What follows belongs to an exercise in optimizing a design on an open flow for small area and a short achievable clock period; a production flow would make more cautious choices. Only simulation tests tie the RTL to the original design; equivalence was not proved.

==> flow/design.v (outline; a module is shown in full before it is edited, if it fits) <==
// module fu_mul_lat3_32b: 1801 lines
// module fu_mul_fa: 4 lines
module fu_mul_lat3_32b (
  input  logic        clk,
  input  logic        reset,
  input  logic        io_glock,
  input  logic [31:0] io_o1data,
  input  logic        io_o1load,
  input  logic [31:0] io_t1data,
  input  logic        io_t1load,
  input  logic [1:0]  io_t1opcode,
  output logic [31:0] io_r1data,
  output logic        io_r1valid
);
  // ...
==> flow/run.sh <==
#!/bin/bash
# synth_recipe.tcl (not shown) runs the flow's synth.tcl, then flattens the netlist and writes it again
# the make line also repeats each setting of config.mk as NAME=value (left out here)
make -C /OpenROAD-flow-scripts/flow DESIGN_CONFIG=/design/flow/config.mk WORK_HOME=/design/flow/orfs CLKGATE_MAP_FILE= SYNTH_SCRIPT=/design/flow/synth_recipe.tcl finish
==> flow/config.mk <==
export PLATFORM = sky130hd
export DESIGN_NAME = fu_mul_lat3_32b
export DESIGN_NICKNAME = fu_mul_lat3_32b
export VERILOG_FILES = /design/flow/design.v
export SDC_FILE = /design/flow/constraint.sdc
export NUM_CORES = 4
export LEC_CHECK = 0
export CAP_MARGIN = 20
export CORE_MARGIN = 2
export CORE_UTILIZATION = 55
export CTS_CLUSTER_SIZE = 20
export SETUP_SLACK_MARGIN = 4.6
export SLEW_MARGIN = 20
export SYNTH_HIERARCHICAL = 1
export SYNTH_MINIMUM_KEEP_SIZE = 0
export TNS_END_PERCENT = 10
==> flow/constraint.sdc <==
create_clock -name core_clock -period 8.5 [get_ports {clk}]
set_input_delay 1.7000 -clock core_clock [delete_from_list [all_inputs] [get_ports {clk}]]
set_output_delay 1.7000 -clock core_clock [all_outputs]
set_load 0.01 [all_outputs]
==> summary.md, run 1 <==
| Metric | Value |
|---|---|
| Status | complete, no violations |
| Number of antenna violations at the first check in global routing | 5 |
| Delay of the slowest cell on the worst path | 1.02 ns |
| Multi-input gate share of the layout cell area | 0.646 |
| Die boundary height | 250 µm |
| Buffers on Ports | 103 |
| Buffer levels on the longest clock path | 3 |
| RSZ-0062 raised after global routing | yes |
| EDFF count, synth | 212 |
| Largest fanout on the critical path | 36 |
| Inst Count DP | 3826 |
| Synth Register Bits | 300 |
| Count of multi-input combinational gates | 2500 |
| Min-Delay Path Depth | 2 |
| Prevailing post-synth register cell | sky130_fd_sc_hd__edfxtp_1 |
| Largest net degree at the start of global routing | 81 |
| Ant diodes | 1 |
| Die Span X | 250 µm |
| Maxcap violations | 0 |
| CTS buffer count | 35 |
| Dominant delay contributor by cell family on the critical path | adder cells |
| Synthesized area | 33400 µm² |
| Worst clock skew on the final layout | 0.0454 ns |
| Number of fill cells in the layout | 5054 |
| Total area of multi-input combinational cells | 23300 µm² |
| CTS tree | done |
| Startpoint of the lowest-slack register-to-register path | o1X1_q[7] |
| Non-CTS buffers | 198 |
| Combinational family with the most area after synthesis | compound AO/OA/AOI/OAI gates |
| Area contributors post-synth | sky130_fd_sc_hd__edfxtp_1 19%, sky130_fd_sc_hd__fa_1 16%, sky130_fd_sc_hd__xnor2_1 11%, sky130_fd_sc_hd__a221oi_1 9.0%, sky130_fd_sc_hd__a22o_1 8.9% |
| Clock input transition at the sequential cells of the worst setup and hold paths | 0.06 ns |
| Instance count of the mapped netlist | 3292 |
| Commonest cells after routing, fill and taps aside | 407 x sky130_fd_sc_hd__xnor2_1, 342 x sky130_fd_sc_hd__a221oi_1, 341 x sky130_fd_sc_hd__a22o_1, 269 x sky130_fd_sc_hd__fa_1, 212 x sky130_fd_sc_hd__edfxtp_1 |
| Post-synth top area cell | sky130_fd_sc_hd__edfxtp_1 |
| Post-synthesis sequential area ratio | 0.257 |
| Final Hold Fails | 0 |
==> run 2: changes to the inputs <==
--- a/flow/design.v
+++ b/flow/design.v
@@ -1779,27 +1779,34 @@
         o1Top_q <= io_o1data[31:29];
       end
       s1Valid_q <= io_t1load;
       s2Valid_q <= s1Valid_q;
       r1Valid_q <= s2Valid_q;
       if (s2Valid_q) r1Data_q <= s2Hi_q ? prod[63:32] : prod[31:0];
     end
   end
+  logic [67:0] s1AHold;
+  fu_mul_hold #(.W(68)) u_s1AHold (.en(trigger), .d({a3, aExt}), .q({s1A3_q, s1A_q}), .y(s1AHold));
+  always_ff @(posedge clk) begin
+    s1A_q  <= s1AHold[32:0];
+    s1A3_q <= s1AHold[67:33];
+  end
   always_ff @(posedge clk) begin
     if (trigger) begin
-      s1A_q  <= aExt;
-      s1A3_q <= a3;
       s1SB_q <= (io_t1opcode == 2'd2);
       s1Hi_q <= (io_t1opcode != 2'd0);
     end
     if (!io_glock) begin
       s2Cs_q <= s2Cs_d;
       s2Hi_q <= s1Hi_q;
     end
   end
   assign io_r1data  = r1Data_q;
   assign io_r1valid = r1Valid_q;
 endmodule
+module fu_mul_hold #(parameter int W = 1) (input logic en, input logic [W-1:0] d, q, output logic [W-1:0] y);
+  assign y = en ? d : q;
+endmodule
 module fu_mul_fa (input logic a, b, c, output logic s, co);
   assign s  = a ^ b ^ c;
   assign co = (a & b) | (a & c) | (b & c);
 endmodule
==> flow/config.mk (replaced) <==
export PLATFORM = sky130hd
export DESIGN_NAME = fu_mul_lat3_32b
export DESIGN_NICKNAME = fu_mul_lat3_32b
export VERILOG_FILES = /design/flow/design.v
export SDC_FILE = /design/flow/constraint.sdc
export NUM_CORES = 4
export LEC_CHECK = 0
export ABC_CLOCK_PERIOD_IN_PS = 4000
export CAP_MARGIN = 20
export CORE_MARGIN = 2
export CORE_UTILIZATION = 55
export CTS_CLUSTER_SIZE = 20
export SETUP_SLACK_MARGIN = 4.6
export SLEW_MARGIN = 20
export SYNTH_HIERARCHICAL = 1
export SYNTH_MINIMUM_KEEP_SIZE = 0
==> summary.md, run 2 <==
| Metric | Value |
|---|---|
| Drt drc | 0 |
| Average wire per standard cell | 32.1 µm |
| Via density per instance | 7.46 |
| Area contributors post-synth | sky130_fd_sc_hd__fa_1 16%, sky130_fd_sc_hd__edfxtp_1 13%, sky130_fd_sc_hd__xnor2_1 10%, sky130_fd_sc_hd__a221oi_1 8.1%, sky130_fd_sc_hd__a22o_1 8.0% |
| GR Overflow Total | 0 |
| Floorplan core area | 61400 µm² |
| Total non-filler cell area in the finished layout | 37400 µm² |
| Via count of the first global-routing pass | 29900 |
| Top Registers | s2Cs_q: 143 flops, s1A3_q: 35 flops, s1A_q: 33 flops |
| Detailed placer's ending HPWL | 80.6 mm |
| Prevailing post-synth register cell | sky130_fd_sc_hd__edfxtp_1 |
| Global-route total usage across every layer | 0.398 |
| Post-synthesis sequential area ratio | 0.234 (-0.0225) |
| Largest register FFs | 143 |
| FFs w/ async S/R, synth | 0.291 |
| Sinks on Clock Net | 302 |
| F_max | 0.254 GHz |
| RSZ-0062 raised after global routing | yes |
| Final count of pins violating max slew | 0 |
| Fraction of layout instances using a drive strength above 1 | 0.134 |
| Largest net degree at the start of global routing | 80 (-1.2%) |
| Number of antenna violations at the first check in global routing | 5 (unchanged) |
| Area post-placement | 35000 µm² |
| Placement Rows | 91 |
| Min-Delay Path Depth | 2 (unchanged) |
| Number of nets with antenna violations after detailed routing | 0 |
| Layout-stage area growth over the synthesis result | 10.2% |
| Final Hold Fails | 0 (unchanged) |
| Synthesized area | 34000 µm² (+1.7%) |
| Synth Register Bits | 302 (+0.67%) |
| I/O pin count | 104 |
| Drt first-iter violations | 4666 |
| Maxcap violations | 0 (unchanged) |
| TNS Setup | 0 ns |
| Final Cycle Share | 0.463 |
| Initial core utilization | 0.553 |
| Largest reg by FF count | s2Cs_q |
| CTS buffer count | 36 (+2.9%) |
| Post-synth top area cell | sky130_fd_sc_hd__fa_1 |
| Number of fill cells in the layout | 5100 (+0.91%) |
| Number of warnings issued by yosys | 7 |
| CTS tree | done |
| Category of the most critical setup path | flip-flop to flip-flop |
| Final min period | 3.93 ns |
| Worst clock skew on the final layout | 0.0326 ns (-0.0128 ns) |
| Fin nets | 3768 |
| Instance count of the mapped netlist | 3430 (+4.2%) |
| First drt pass iteration count | 10 |
| HP Start | o1X2_q[2] |
| Buffer levels on the longest clock path | 3 (unchanged) |
| Hold buffer count at CTS | 0 |
| Buffers on Ports | 103 (unchanged) |
| Number of nets produced by synthesis | 3958 |
| CTS Root Cell | sky130_fd_sc_hd__clkbuf_16 |
| Startpoint of the lowest-slack register-to-register path | s1A3_q[18] |
| Number of distinct library cells after synthesis | 89 |
| Slack of the worst reg-to-reg path | 4.57 ns |
| Commonest cells in the netlist | 404 x sky130_fd_sc_hd__xnor2_1, 361 x sky130_fd_sc_hd__clkbuf_1, 314 x sky130_fd_sc_hd__a221oi_1 |
| Worst R2R End | s2Cs_q[72] |
| Fraction of post-synthesis cell area in the top cell type by area | 0.159 |
| EDFF count, synth | 146 (-31%) |
| Nature of the critical path endpoint | flip-flop |
| Worst EP required | 8.83 ns |
| Final weighted congestion of routability-driven global placement | 0.958 |
| Clock input transition at the sequential cells of the worst setup and hold paths | 0.07 ns (about the same) |
| Clock latency of the later-clocked register in the worst-skew pair | 0.59 ns |
| Die boundary height | 252 µm (+0.83%) |
| Detailed Route WL | 130 mm |
| Relative max-transition margin | 0.211 |
| Status | complete, no violations |
| Leading cell type by number of instances after synthesis | sky130_fd_sc_hd__xnor2_1 |
| Startpoint type of the worst setup path | flip-flop |
| Slew at the pin with the worst max-slew slack | 1.18 ns |
| Number of cells on the worst reg-to-reg path | 7 |
| Highest-delay cell along the critical path | sky130_fd_sc_hd__dfxtp_1 |
| Largest fanout on the critical path | 12 (-67%) |
| Post-layout util | 0.610 |
| Series of cell instances along the critical path | a221oi_1, xnor2_1, fa_1, fa_1, fa_1, fa_1, ha_1 |
| Data arrival at the endpoint of the critical path | 4.26 ns |
| H-tree levels | 2 |
| Delay of the slowest cell on the worst path | 1.03 ns (about the same) |
| Die Span X | 252 µm (+0.83%) |
| Worst min-delay path class | flip-flop to flip-flop |
| First-pass GRT wire length | 191 mm |
| WHS Endpoint | o1X2_q[2] |
| Total die area | 63700 µm² |
| Post-synthesis area per instance | 9.90 µm² |
| Most common cell after layout, fill and taps aside | sky130_fd_sc_hd__xnor2_1 |
| Total vias in the final route | 30297 |
| Number of setup violations in the final report | 0 |
| Commonest cells after routing, fill and taps aside | 394 x sky130_fd_sc_hd__xnor2_1, 311 x sky130_fd_sc_hd__a22o_1, 305 x sky130_fd_sc_hd__a221oi_1, 258 x sky130_fd_sc_hd__fa_1, 179 x sky130_fd_sc_hd__nand2_1 |
| Critical path's most frequent cell | sky130_fd_sc_hd__fa_1 |
==> run 2: cell count changes after synthesis, moves of 12 or more <==
cell                       change
sky130_fd_sc_hd__nor2_1       -12
sky130_fd_sc_hd__a21oi_1      +46
sky130_fd_sc_hd__nand3_1      +29
sky130_fd_sc_hd__a221oi_1     -31
sky130_fd_sc_hd__mux2i_1      +27
sky130_fd_sc_hd__o21ai_0      +24
sky130_fd_sc_hd__mux2_4       +20
sky130_fd_sc_hd__dfxtp_1      +68
sky130_fd_sc_hd__a21o_1       -17
sky130_fd_sc_hd__edfxtp_1     -66
sky130_fd_sc_hd__clkbuf_1     -20
sky130_fd_sc_hd__mux2_2       +47
sky130_fd_sc_hd__a22o_1       -30
==> run 2: through the flow <==
| step | std cells | hold slack [ns] | setup slack, ns |
|---|---|---|---|
| final | 4059 | 0.465 | 4.57 |
| after global routing | 4057 | 0.487 | 4.44 |
| after CTS | 4043 | 0.471 | 4.55 |
| after detailed placement | 3962 | 0.457 | 3.47 |
| after global placement | 3962 | 0.453 | 3.49 |
| after floorplan | 3430 | 0.400 | 3.89 |
==> run 2: what timing repair did <==
item / CTS / global route
setup buffers: 15 / 13
gates cloned: 1 / 0
resized for setup: 132 / 104
endpoints found under the setup margin: 151 / 102
pin swaps: 29 / 40
==> run 2: worst max path at each step <==
stage / from / end / slack (ns) / depth (start not counted)
6_report: s1A3_q[18] / s2Cs_q[72] / 4.57 / 7
5_1_grt: io_t1data[4] / s1A3_q[32] / 4.44 / 14
4_1_cts: s2Cs_q[73] / r1Data_q[31] / 4.55 / 13
3_5_place_dp: io_t1data[1] / s1A3_q[31] / 3.47 / 15
3_3_place_gp: io_t1data[1] / s1A3_q[31] / 3.49 / 15
2_1_floorplan: io_glock / r1Data_q[22] / 3.89 / 6
==> run 2: cell type report <==
class,instances,area (µm²),area share
tap,790,988,0.0264
sequential,302,8030,0.215
antenna,2,5.00,0.000134
multi-input combinational,2619,24900,0.666
inverter,66,251,0.00672
clock buffer,44,941,0.0251
clock inverter,21,273,0.00729
timing repair buffer,215,1990,0.0532
==> run 2: per-layer routing <==
metal / vias to the layer above / share of wire / GRT usage
met2: 2536 / 0.40 / 0.551
li1: 12386 / - / -
met4: 4 / 0.072 / 0.228
met1: 14664 / 0.38 / 0.521
met5: - / 0.00020 / 0
met3: 707 / 0.15 / 0.164
==> run 2: cells by family after synthesis <==
family	Yosys count	share of synthesized area
buffers and inverters	510	0.0592
AO/OA/AOI/OAI	1116	0.255
flip-flops	302	0.234
multiplexers	104	0.0354
XOR/XNOR	488	0.126
AND/OR/NAND/NOR	453	0.0620
adder cells (fa/ha/maj)	457	0.228
==> run 2: Yosys stat by module, one instance, submodules excluded, excerpt <==
module,cells,area [µm²],copies in the design
fu_mul_lat3_32b,3085,27700,1
fu_mul_fa,1,20.0,269
==> run 2: worst max-delay path: cells and delay by family (launching register included) <==
kind                     cells  cell delay [ns]
AO/OA/AOI/OAI                1             0.23
XOR/XNOR                     1             0.27
adder cells (fa/ha/maj)      5             2.16
flip-flops                   1             1.03
==> run 3: changes to the inputs <==
--- a/flow/config.mk
+++ b/flow/config.mk
@@ -12,3 +12,3 @@
 export CTS_CLUSTER_SIZE = 20
-export SETUP_SLACK_MARGIN = 4.6
+export SETUP_SLACK_MARGIN = 5.0
 export SLEW_MARGIN = 20
==> summary.md, run 3 <==
| Metric | Value |
|---|---|
| Min-Delay Path Depth | 2 (unchanged) |
| Slew at the pin with the worst max-slew slack | 1.07 ns (-0.108 ns) |
| Average wire per standard cell | 34.1 µm (+6.1%) |
| Most common cell after layout, fill and taps aside | sky130_fd_sc_hd__xnor2_1 |
| Fraction of post-synthesis cell area in the top cell type by area | 0.159 (unchanged) |
| Leading cell type by number of instances after synthesis | sky130_fd_sc_hd__xnor2_1 |
| FFs w/ async S/R, synth | 0.291 (unchanged) |
| Largest reg by FF count | s2Cs_q |
| Commonest cells after routing, fill and taps aside | 366 x sky130_fd_sc_hd__xnor2_1, 311 x sky130_fd_sc_hd__a22o_1, 198 x sky130_fd_sc_hd__a221oi_1, 170 x sky130_fd_sc_hd__nand2_1, 153 x sky130_fd_sc_hd__fa_2 |
| Area contributors post-synth | sky130_fd_sc_hd__fa_1 16%, sky130_fd_sc_hd__edfxtp_1 13%, sky130_fd_sc_hd__xnor2_1 10%, sky130_fd_sc_hd__a221oi_1 8.1%, sky130_fd_sc_hd__a22o_1 8.0% |
| Startpoint of the lowest-slack register-to-register path | s2Cs_q[73] |
| Startpoint type of the worst setup path | flip-flop |
| Layout-stage area growth over the synthesis result | 23.7% |
| Count of buffer and inverter cells on the critical path | 2 (+2) |
| Placement Setup Slack | 3.25 ns (-0.224 ns) |
| Number of nets with antenna violations after detailed routing | 0 (unchanged) |
| Commonest cells in the netlist | 404 x sky130_fd_sc_hd__xnor2_1, 361 x sky130_fd_sc_hd__clkbuf_1, 314 x sky130_fd_sc_hd__a221oi_1 |
| F_max | 0.259 GHz (+1.8%) |
| TNS Setup | 0 ns (unchanged) |
| GR Overflow Total | 0 (unchanged) |
| Worst min-delay path class | flip-flop to flip-flop |
| Die boundary height | 252 µm (unchanged) |
| EDFF count, synth | 146 (unchanged) |
| Total non-filler cell area in the finished layout | 42000 µm² (+12%) |
| Series of cell instances along the critical path | fa_1, fa_2, ha_4, a21oi_4, o21a_1, o22ai_4, o21a_1, buf_4, a22oi_2, nand3_2, a221oi_4, buf_4, xnor2_2, nor2_2, a311oi_2 |
| Status | complete, no violations |
| HP Start | o1Ng_q[7] |
| Number of cells on the worst reg-to-reg path | 15 (+8) |
| Final weighted congestion of routability-driven global placement | 0.938 (-2.1%) |
| CTS tree | done |
| First-pass GRT wire length | 206 mm (+7.5%) |
| Category of the most critical setup path | flip-flop to flip-flop |
| Drt first-iter violations | 5239 (+12%) |
| Dominant delay contributor by cell family on the critical path | compound AO/OA/AOI/OAI gates |
| Die Span X | 252 µm (unchanged) |
| Fin nets | 3918 (+4.0%) |
| Drt drc | 0 (unchanged) |
| Post-synth top area cell | sky130_fd_sc_hd__fa_1 |
| Number of warnings issued by yosys | 7 (unchanged) |
| WHS Endpoint | o1Ng_q[7] |
| Sinks on Clock Net | 302 (unchanged) |
| Floorplan core area | 61400 µm² (unchanged) |
| Via count of the first global-routing pass | 31465 (+5.2%) |
| Relative max-transition margin | 0.283 (+0.0718) |
| H-tree levels | 2 (unchanged) |
| Highest-delay cell along the critical path | sky130_fd_sc_hd__fa_2 |
| Largest net degree at the start of global routing | 80 (unchanged) |
| Via density per instance | 7.67 (+2.7%) |
| Crit path setup slack, layout | 4.64 ns (+0.0677 ns) |
| Slack of the worst reg-to-reg path | 4.64 ns (+0.07 ns) |
| Number of nets produced by synthesis | 3958 (unchanged) |
| Initial core utilization | 0.553 (unchanged) |
| Post-synthesis sequential area ratio | 0.234 (unchanged) |
| RSZ-0062 raised after global routing | yes |
| Instance count of the mapped netlist | 3430 (unchanged) |
| Number of setup violations in the final report | 0 (unchanged) |
| Total die area | 63700 µm² (unchanged) |
| Hold buffer count at CTS | 0 (unchanged) |
| Clock input transition at the sequential cells of the worst setup and hold paths | 0.06 ns (about the same) |
| Prevailing post-synth register cell | sky130_fd_sc_hd__edfxtp_1 |
| Largest fanout on the critical path | 7 (-5) |
| Delay of the slowest cell on the worst path | 0.57 ns (-0.46 ns) |
| Area post-placement | 35300 µm² (+0.87%) |
| Worst EP required | 8.98 ns (+0.15 ns) |
| Largest register FFs | 143 (unchanged) |
| Worst clock skew on the final layout | 0.0226 ns (-0.0100 ns) |
| Clock latency of the later-clocked register in the worst-skew pair | 0.58 ns (about the same) |
| Maxcap violations | 0 (unchanged) |
| Synth Register Bits | 302 (unchanged) |
| I/O pin count | 104 (unchanged) |
| Detailed placer's ending HPWL | 81.2 mm (+0.70%) |
| Buffers on Ports | 103 (unchanged) |
| Placement Rows | 91 (unchanged) |
| Number of antenna violations at the first check in global routing | 6 (+1) |
| Final min period | 3.86 ns (-0.0677 ns) |
| CTS Root Cell | sky130_fd_sc_hd__clkbuf_16 |
| Final Cycle Share | 0.455 (-0.00796) |
| Worst R2R End | r1Data_q[21] |
| Post-synthesis area per instance | 9.90 µm² (unchanged) |
| First drt pass iteration count | 14 (+4) |
| Synthesized area | 34000 µm² (unchanged) |
| Fraction of layout instances using a drive strength above 1 | 0.298 (+0.164) |
| Nature of the critical path endpoint | flip-flop |
| Number of distinct library cells after synthesis | 89 (unchanged) |
| Global-route total usage across every layer | 0.433 (+0.0350) |
| Number of fill cells in the layout | 4549 (-11%) |
| Total vias in the final route | 32326 (+6.7%) |
| Top Registers | s2Cs_q: 143 flops, s1A3_q: 35 flops, s1A_q: 33 flops |
| Buffer levels on the longest clock path | 3 (unchanged) |
| Detailed Route WL | 144 mm (+10%) |
| Data arrival at the endpoint of the critical path | 4.34 ns (+0.08 ns) |
| Final count of pins violating max slew | 0 (unchanged) |
| CTS buffer count | 36 (unchanged) |
| Final Hold Fails | 0 (unchanged) |
-- run 3: cell counts after synthesis --
Identical to the previous run, type by type.
-- run 3: cells by family after synthesis --
kind of cell    after synthesis  share of synthesized area
buf+inv                     510                     0.0592
flops                       302                      0.234
mux                         104                     0.0354
xor+xnor                    488                      0.126
simple gates                453                     0.0620
compound gates             1116                      0.255
fa+ha+maj                   457                      0.228
-- run 3: worst register-to-register path: stages (launching register included) --
cell and delay [ns]:
sky130_fd_sc_hd__edfxtp_1 0.39, sky130_fd_sc_hd__fa_1 0.52, sky130_fd_sc_hd__fa_2 0.57, sky130_fd_sc_hd__ha_4 0.23, sky130_fd_sc_hd__a21oi_4 0.17, sky130_fd_sc_hd__o21a_1 0.21
sky130_fd_sc_hd__o22ai_4 0.11, sky130_fd_sc_hd__o21a_1 0.22, sky130_fd_sc_hd__buf_4 0.15, sky130_fd_sc_hd__a22oi_2 0.19, sky130_fd_sc_hd__nand3_2 0.13, sky130_fd_sc_hd__a221oi_4 0.29
sky130_fd_sc_hd__buf_4 0.17, sky130_fd_sc_hd__xnor2_2 0.11, sky130_fd_sc_hd__nor2_2 0.10, sky130_fd_sc_hd__a311oi_2 0.21
-- run 3: final cells by class --
| class | count | area, µm² | area share |
|---|---|---|---|
| diodes | 8 | 20.0 | 0.000477 |
| clock buffers | 42 | 923 | 0.0220 |
| clock inverters | 24 | 250 | 0.00596 |
| inverters | 66 | 255 | 0.00608 |
| multi-input cells | 2618 | 27100 | 0.645 |
| flip-flops and latches | 302 | 8090 | 0.193 |
| well taps | 790 | 988 | 0.0235 |
| repair buffers | 366 | 4400 | 0.105 |
-- run 3: how the worst max path moves through the flow --
| stage | start | endpoint | slack, ns | depth (start not counted) |
|---|---|---|---|---|
| after detailed placement | io_glock | r1Data_q[29] | 3.25 | 8 |
| after global routing | s2Cs_q[73] | r1Data_q[21] | 4.50 | 15 |
| after global placement | io_glock | r1Data_q[5] | 3.43 | 8 |
| after CTS | s2Cs_q[82] | r1Data_q[24] | 4.64 | 13 |
| after floorplan | io_glock | r1Data_q[22] | 3.89 | 6 |
| final | s2Cs_q[73] | r1Data_q[21] | 4.64 | 15 |
-- run 3: repair_timing --
| action | CTS | global route |
|---|---|---|
| cloned | 16 | 5 |
| pin swaps | 196 | 197 |
| endpoints found under the hold margin | 0 | 0 |
| buffers inserted | 116 | 46 |
| setup endpoints to repair | 320 | 178 |
| resized for setup | 582 | 261 |
-- run 3: Yosys stat by module (local to each module, per instance), excerpt --
module,cell area (µm²),times used,flip-flops and latches
fu_mul_fa,20.0,269,0
fu_mul_lat3_32b,27700,1,302
-- run 3: per-layer routing --
| layer | vias to the layer above | wire length [µm] | track usage | part of all wire |
|---|---|---|---|---|
| met5 | - | 556 | 0.0324 | 0.0039 |
| met4 | 17 | 11500 | 0.257 | 0.080 |
| met3 | 965 | 22900 | 0.212 | 0.16 |
| met2 | 2930 | 57100 | 0.604 | 0.40 |
| met1 | 15663 | 51700 | 0.534 | 0.36 |
| li1 | 12751 | - | - | - |
-- run 3: stage by stage --
step            util  instances  hold slack [ns]
6_report       0.684       4216            0.477
5_1_grt        0.684       4211            0.498
4_1_cts        0.657       4157            0.478
3_5_place_dp   0.575       3959            0.460
3_3_place_gp   0.575       3959            0.457
2_1_floorplan      -       3430            0.400

-- static timing again, ports no longer ideal --
In the flow no input, the clock included, has a driving cell. The finished layouts below were timed again as built, in two steps. Step 1 assumes that a clkbuf_16 drives the clock port and a buf_2 every other input. Step 2 adds t to the input delays and takes it off the output delays; t is the mean of the earliest and latest rising clock arrival at the registers after step 1. Input paths then give back, and output paths get back, about the clock's delay inside the block. Slacks: ideal ports / drivers / drivers and shift; pairs: ideal ports / drivers.
run | t (ns) | slack for setup (ns) | worst setup path after step 2 | slew at the worst register clock pin (ns) | cell pins on the clock port's net
run 1 | 0.639 | 4.365 / 4.365 / 3.890 | input to register | 0.06 / 0.06 | 1
run 2 | 0.637 | 4.569 / 4.569 / 3.979 | input to register | 0.07 / 0.07 | 1
run 3 | 0.635 | 4.636 / 4.636 / 4.109 | input to register | 0.08 / 0.08 | 1
After both steps setup and hold are still met in every run listed. For run 2, which loses most, drivers alone change the setup slack by 0.000 ns; drivers and shift together by -0.590 ns.
